Context: an optimization exercise on an open-source flow, tuned for small area, a short achievable clock period and few clock cycles. The choices shown serve that exercise and are no tape-out recipe.
RTL that was checked went through simulation tests only; none was proved equivalent to the original.

## rev 12
Design minimal_standard_lcg_stream, start of the top module:
module minimal_standard_lcg_stream #(
	parameter int unsigned MAX_DIM = mslcg_pkg::MAX_DIM_DEF
) (
	input  logic                              clk,
	input  logic                              arst_n,
	input  logic                              cfg_valid,
	output logic                              cfg_ready,
	input  logic [mslcg_pkg::CFG_IDX_W-1:0]   cfg_index,
	input  logic [mslcg_pkg::CFG_DATA_W-1:0]  cfg_data,
	input  logic                              req_valid,
	output logic                              req_ready,
	input  logic [mslcg_pkg::CMD_W-1:0]       req_cmd,
	input  logic [mslcg_pkg::PATHS_W-1:0]     req_skip_paths,
	output logic                              rsp_valid,
	input  logic                              rsp_ready,
	output logic [mslcg_pkg::STATE_W-1:0]     rsp_sample,
	output logic                              rsp_last
);
	localparam int unsigned STATE_W = mslcg_pkg::STATE_W;
	localparam int unsigned DIM_W   = mslcg_pkg::DIM_W;
	localparam int unsigned PATHS_W = mslcg_pkg::PATHS_W;
	function automatic logic [4:0] skip_digit(input logic [4:0] k, input logic [2:0] d);
		case ({k, d})
			{5'd0, 3'd0}: skip_digit = 5'h00;
			{5'd0, 3'd1}: skip_digit = 5'h00;
			{5'd0, 3'd2}: skip_digit = 5'h00;
			{5'd0, 3'd3}: skip_digit = 5'h00;
			{5'd0, 3'd4}: skip_digit = 5'h10;
			{5'd0, 3'd5}: skip_digit = 5'h0f;
			{5'd0, 3'd6}: skip_digit = 5'h09;
			{5'd1, 3'd0}: skip_digit = 5'h00;
			{5'd1, 3'd1}: skip_digit = 5'h08;
			{5'd1, 3'd2}: skip_digit = 5'h0f;
			{5'd1, 3'd3}: skip_digit = 5'h0c;
			{5'd1, 3'd4}: skip_digit = 5'h0e;
			{5'd1, 3'd5}: skip_digit = 5'h19;
			{5'd1, 3'd6}: skip_digit = 5'h13;
			{5'd2, 3'd0}: skip_digit = 5'h00;
			{5'd2, 3'd1}: skip_digit = 5'h1f;
			{5'd2, 3'd2}: skip_digit = 5'h0d;
			{5'd2, 3'd3}: skip_digit = 5'h0a;
			{5'd2, 3'd4}: skip_digit = 5'h05;
			{5'd2, 3'd5}: skip_digit = 5'h03;
			{5'd2, 3'd6}: skip_digit = 5'h0a;
			{5'd3, 3'd0}: skip_digit = 5'h03;
  ...
Size: about 97 I/O pins, roughly 0.014 sq mm of cells after synthesis.
clock: 8.0 ns
lec_check: 0
cap_margin: 20
core_margin: 2
core_utilization: 65
setup_slack_margin: 2.0
slew_margin: 20
run.sh (not shown) runs the stock make flow with config.mk's settings and CLKGATE_MAP_FILE= SYNTH_SCRIPT=/design/flow/synth_recipe.tcl, a recipe that flattens the netlist after the stock synthesis.
Testbench counts of rev 12, summed over its fixed seeds: cycles 10,098.
Setup changes, rev 12 to rev 13
--- a/flow/design.v
+++ b/flow/design.v
@@ -223,26 +223,21 @@
 		logic [STATE_W-1:0] g, p, gg, pp, gn, pn, c;
 		g = a & b;
 		p = a ^ b;
 		gg = g;
 		pp = p;
 		for (int l = 0; (1 << l) < STATE_W; l++) begin
-			gn = gg;
-			pn = pp;
 			for (int i = 0; i < STATE_W; i++) begin
-				if ((i >> l) & 1) begin
-					gn[i] = gg[i] | (pp[i] & gg[((i >> l) << l) - 1]);
-					pn[i] = pp[i] & pp[((i >> l) << l) - 1];
-				end
+				gn[i] = gg[i] | (pp[i] & gg[(i + STATE_W - (1 << l)) % STATE_W]);
+				pn[i] = pp[i] & pp[(i + STATE_W - (1 << l)) % STATE_W];
 			end
 			gg = gn;
 			pp = pn;
 		end
-		c[0] = gg[STATE_W-1];
-		for (int i = 1; i < STATE_W; i++) begin
-			c[i] = gg[i-1] | (pp[i-1] & gg[STATE_W-1]);
+		for (int i = 0; i < STATE_W; i++) begin
+			c[i] = gg[(i + STATE_W - 1) % STATE_W];
 		end
 		add_eac = p ^ c;
 	endfunction
 	logic [STATE_W-1:0] x_q, seed_q, acc_q;
 	logic [DIM_W-1:0]   n_q;
 	logic [5:0]         cnt_q;
@@ -279,28 +274,37 @@
 		end else if (cfg_data[DIM_W-1:0] > DIM_W'(MAX_DIM)) begin
 			n_new = DIM_W'(MAX_DIM);
 		end else begin
 			n_new = cfg_data[DIM_W-1:0];
 		end
 	end
+	logic skip_go;
+	logic [PATHS_W-1:0] sc_p;
+	logic [5:0] sc_jacc;
+	logic [4:0] sc_k;
 	logic [DIM_W-1:0] jsum;
-	logic jbit, scan_done, mul_last, mul_free, mul_start, scan_adv;
-	assign jsum      = DIM_W'(jacc_q) + (paths_q[0] ? n_q : '0);
+	logic jbit, scan_done, scan_on, mul_last, mul_free, mul_start, scan_adv;
+	assign skip_go   = exec && cmd == mslcg_pkg::CMD_SKIP;
+	assign sc_p      = skip_go ? (pend_q ? paths_q : req_skip_paths) : paths_q;
+	assign sc_jacc   = skip_go ? '0 : jacc_q;
+	assign sc_k      = skip_go ? '0 : kscan_q;
+	assign jsum      = DIM_W'(sc_jacc) + (sc_p[0] ? n_q : '0);
 	assign jbit      = jsum[0];
 	assign scan_done = (paths_q == '0) && (jacc_q == '0);
+	assign scan_on   = skip_go || (skip_q && !scan_done);
 	assign mul_last  = mul_q && step_q == 3'd6;
 	assign mul_free  = !mul_q || mul_last;
-	assign mul_start = skip_q && !scan_done && jbit && mul_free;
-	assign scan_adv  = skip_q && !scan_done && (!jbit || mul_free);
+	assign mul_start = scan_on && jbit && mul_free;
+	assign scan_adv  = scan_on && (!jbit || mul_free);
 	logic [4:0] dig_q, dig_d;
 	logic       acc_en_q;
 	logic [STATE_W-1:0] o0, o1, o2, o3, o4, o5, sum;
 	logic [2*STATE_W-1:0] l1a, l1b, l2, l3;
 	always_comb begin
 		if (mul_start) begin
-			dig_d = skip_digit(kscan_q, 3'd0);
+			dig_d = skip_digit(sc_k, 3'd0);
 		end else if (mul_q && !mul_last) begin
 			dig_d = skip_digit(kidx_q, step_q + 3'd1);
 		end else begin
 			dig_d = 5'h1f;
 		end
 	end
@@ -349,13 +353,13 @@
 			end
 			if (exec) begin
 				pend_q <= 1'b0;
 			end else if (req_fire) begin
 				pend_q <= 1'b1;
 			end
-			if (exec && cmd == mslcg_pkg::CMD_SKIP) begin
+			if (skip_go) begin
 				skip_q <= 1'b1;
 			end else if (scan_done && mul_free) begin
 				skip_q <= 1'b0;
 			end
 			if (mul_start) begin
 				mul_q <= 1'b1;
@@ -371,26 +375,23 @@
 		end else if (advance) begin
 			cnt_q <= cnt_q - 6'd1;
 		end
 		if (req_fire) begin
 			pcmd_q <= req_cmd;
 		end
-		if (req_fire) begin
+		if (scan_adv) begin
+			paths_q <= sc_p >> 1;
+		end else if (req_fire) begin
 			paths_q <= req_skip_paths;
-		end else if (scan_adv) begin
-			paths_q <= paths_q >> 1;
 		end
-		if (exec && cmd == mslcg_pkg::CMD_SKIP) begin
-			jacc_q  <= '0;
-			kscan_q <= '0;
-		end else if (scan_adv) begin
+		if (scan_adv) begin
 			jacc_q  <= jsum[DIM_W-1:1];
-			kscan_q <= kscan_q + 5'd1;
+			kscan_q <= sc_k + 5'd1;
 		end
 		if (mul_start) begin
-			kidx_q <= kscan_q;
+			kidx_q <= sc_k;
 			step_q <= '0;
 		end else if (mul_q) begin
 			step_q <= step_q + 3'd1;
 		end
 	end
 endmodule
Results
- The die of rev 13 is larger than the one used in rev 12.
- [rev 13 vs rev 12] post-synthesis average cell area: lower in rev 13
- Looking at sequential share of cell area across rev 12 and rev 13, the one that comes out higher is rev 12.
- Comparing clock skew for rev 12 and rev 13, the smaller number came from rev 12.
- Between rev 12 and rev 13, the data required time at the worst endpoint is higher for rev 13.
For rev 13, only the layout was checked, not whether the RTL still works.


onyx:
minimal_standard_lcg_stream again, from the RTL that the note above started with.
clock: 8.0 ns
lec_check: 0
cap_margin: 20
core_margin: 2
core_utilization: 40
slew_margin: 20
Testbench counts of onyx, summed over its fixed seeds: cycles 10,098.
Modified inputs, quartz compared to onyx
--- a/flow/design.v
+++ b/flow/design.v
@@ -273,40 +273,49 @@
 	assign exec     = cmd_av && free;
 	assign advance  = valid_q && rsp_ready && cnt_q != '0;
 	assign cfg_clean = sanitize(cfg_data);
 	always_comb begin
 		if (cfg_data[DIM_W-1:0] == '0) begin
 			n_new = DIM_W'(1);
 		end else if (cfg_data[DIM_W-1:0] > DIM_W'(MAX_DIM)) begin
 			n_new = DIM_W'(MAX_DIM);
 		end else begin
 			n_new = cfg_data[DIM_W-1:0];
 		end
 	end
+	logic skip_go;
+	logic [PATHS_W-1:0] sc_p;
+	logic [5:0] sc_jacc;
+	logic [4:0] sc_k;
 	logic [DIM_W-1:0] jsum;
-	logic jbit, scan_done, mul_last, mul_free, mul_start, scan_adv;
-	assign jsum      = DIM_W'(jacc_q) + (paths_q[0] ? n_q : '0);
+	logic jbit, scan_done, scan_on, mul_last, mul_free, mul_start, scan_adv;
+	assign skip_go   = exec && cmd == mslcg_pkg::CMD_SKIP;
+	assign sc_p      = skip_go ? (pend_q ? paths_q : req_skip_paths) : paths_q;
+	assign sc_jacc   = skip_go ? '0 : jacc_q;
+	assign sc_k      = skip_go ? '0 : kscan_q;
+	assign jsum      = DIM_W'(sc_jacc) + (sc_p[0] ? n_q : '0);
 	assign jbit      = jsum[0];
 	assign scan_done = (paths_q == '0) && (jacc_q == '0);
+	assign scan_on   = skip_go || (skip_q && !scan_done);
 	assign mul_last  = mul_q && step_q == 3'd6;
 	assign mul_free  = !mul_q || mul_last;
-	assign mul_start = skip_q && !scan_done && jbit && mul_free;
-	assign scan_adv  = skip_q && !scan_done && (!jbit || mul_free);
+	assign mul_start = scan_on && jbit && mul_free;
+	assign scan_adv  = scan_on && (!jbit || mul_free);
 	logic [4:0] dig_q, dig_d;
 	logic       acc_en_q;
 	logic [STATE_W-1:0] o0, o1, o2, o3, o4, o5, sum;
 	logic [2*STATE_W-1:0] l1a, l1b, l2, l3;
 	always_comb begin
 		if (mul_start) begin
-			dig_d = skip_digit(kscan_q, 3'd0);
+			dig_d = skip_digit(sc_k, 3'd0);
 		end else if (mul_q && !mul_last) begin
 			dig_d = skip_digit(kidx_q, step_q + 3'd1);
 		end else begin
 			dig_d = 5'h1f;
 		end
 	end
 	always_comb begin
 		o0 = ~(dig_q[0] ? x_q : '0);
 		o1 = dig_q[3] ? rotl(x_q, 3) : '0;
 		o2 = !mul_q ? rotl(x_q, 14) : (dig_q[1] ? rotl(x_q, 1) : '0);
 		o3 = !mul_q ? rotl(x_q, 9)  : (dig_q[2] ? rotl(x_q, 2) : '0);
 		o4 = !mul_q ? rotl(x_q, 5)  : (dig_q[4] ? rotl(x_q, 4) : '0);
@@ -343,54 +352,51 @@
 				x_q <= sum;
 			end
 			if (exec) begin
 				valid_q <= (cmd == mslcg_pkg::CMD_DRAW);
 			end else if (rsp_ready && cnt_q == '0) begin
 				valid_q <= 1'b0;
 			end
 			if (exec) begin
 				pend_q <= 1'b0;
 			end else if (req_fire) begin
 				pend_q <= 1'b1;
 			end
-			if (exec && cmd == mslcg_pkg::CMD_SKIP) begin
+			if (skip_go) begin
 				skip_q <= 1'b1;
 			end else if (scan_done && mul_free) begin
 				skip_q <= 1'b0;
 			end
 			if (mul_start) begin
 				mul_q <= 1'b1;
 			end else if (mul_last) begin
 				mul_q <= 1'b0;
 			end
 		end
 	end
 	always_ff @(posedge clk) begin
 		acc_q <= sum;
 		if (exec && cmd == mslcg_pkg::CMD_DRAW) begin
 			cnt_q <= 6'(n_q - DIM_W'(1));
 		end else if (advance) begin
 			cnt_q <= cnt_q - 6'd1;
 		end
 		if (req_fire) begin
 			pcmd_q <= req_cmd;
 		end
-		if (req_fire) begin
+		if (scan_adv) begin
+			paths_q <= sc_p >> 1;
+		end else if (req_fire) begin
 			paths_q <= req_skip_paths;
-		end else if (scan_adv) begin
-			paths_q <= paths_q >> 1;
 		end
-		if (exec && cmd == mslcg_pkg::CMD_SKIP) begin
-			jacc_q  <= '0;
-			kscan_q <= '0;
-		end else if (scan_adv) begin
+		if (scan_adv) begin
 			jacc_q  <= jsum[DIM_W-1:1];
-			kscan_q <= kscan_q + 5'd1;
+			kscan_q <= sc_k + 5'd1;
 		end
 		if (mul_start) begin
-			kidx_q <= kscan_q;
+			kidx_q <= sc_k;
 			step_q <= '0;
 		end else if (mul_q) begin
 			step_q <= step_q + 3'd1;
 		end
 	end
 endmodule
Results
Lower final cell area excluding filler cells goes to onyx over quartz.
onyx has a lower total inserted antenna cells than quartz.
Post-synthesis instance area in quartz is 290 um2 higher than in onyx
The area fraction in compound gates after synthesis in quartz was lower than what onyx gave.
Testbench counts of quartz, summed over its fixed seeds: cycles 10,026.

port drivers added, routing unchanged:
In the flow no input, the clock included, has a driving cell. The finished layouts below were timed again as built, in two steps. Step 1, drivers: a clkbuf_16 drives clk and a buf_2 each remaining input, both assumed. Step 2 times the ports against the registers' clock, not the clock port: input delays grow and output delays shrink by t, the midpoint of the rising clock arrivals with the driver on. a / b / c = no drivers / after step 1 / after step 2; a / b = the first two.
| run | t (ns) | slack for setup (ns) | hold slack, ns |
|---|---|---|---|
| rev 12 | 0.480 | 2.160 / 2.160 / 2.160 | 0.475 / 0.475 / 0.475 |
| rev 13 | 0.482 | 2.056 / 2.056 / 1.920 | 0.477 / 0.477 / 0.477 |
| onyx | 0.480 | 1.447 / 1.447 / 1.447 | 0.471 / 0.471 / 0.471 |
| quartz | 0.480 | 1.310 / 1.310 / 1.310 | 0.464 / 0.464 / 0.464 |
After both steps every run listed still meets setup and hold. The setup slack of rev 13, which loses most, moves by 0.000 ns with the drivers and by -0.136 ns with both steps.
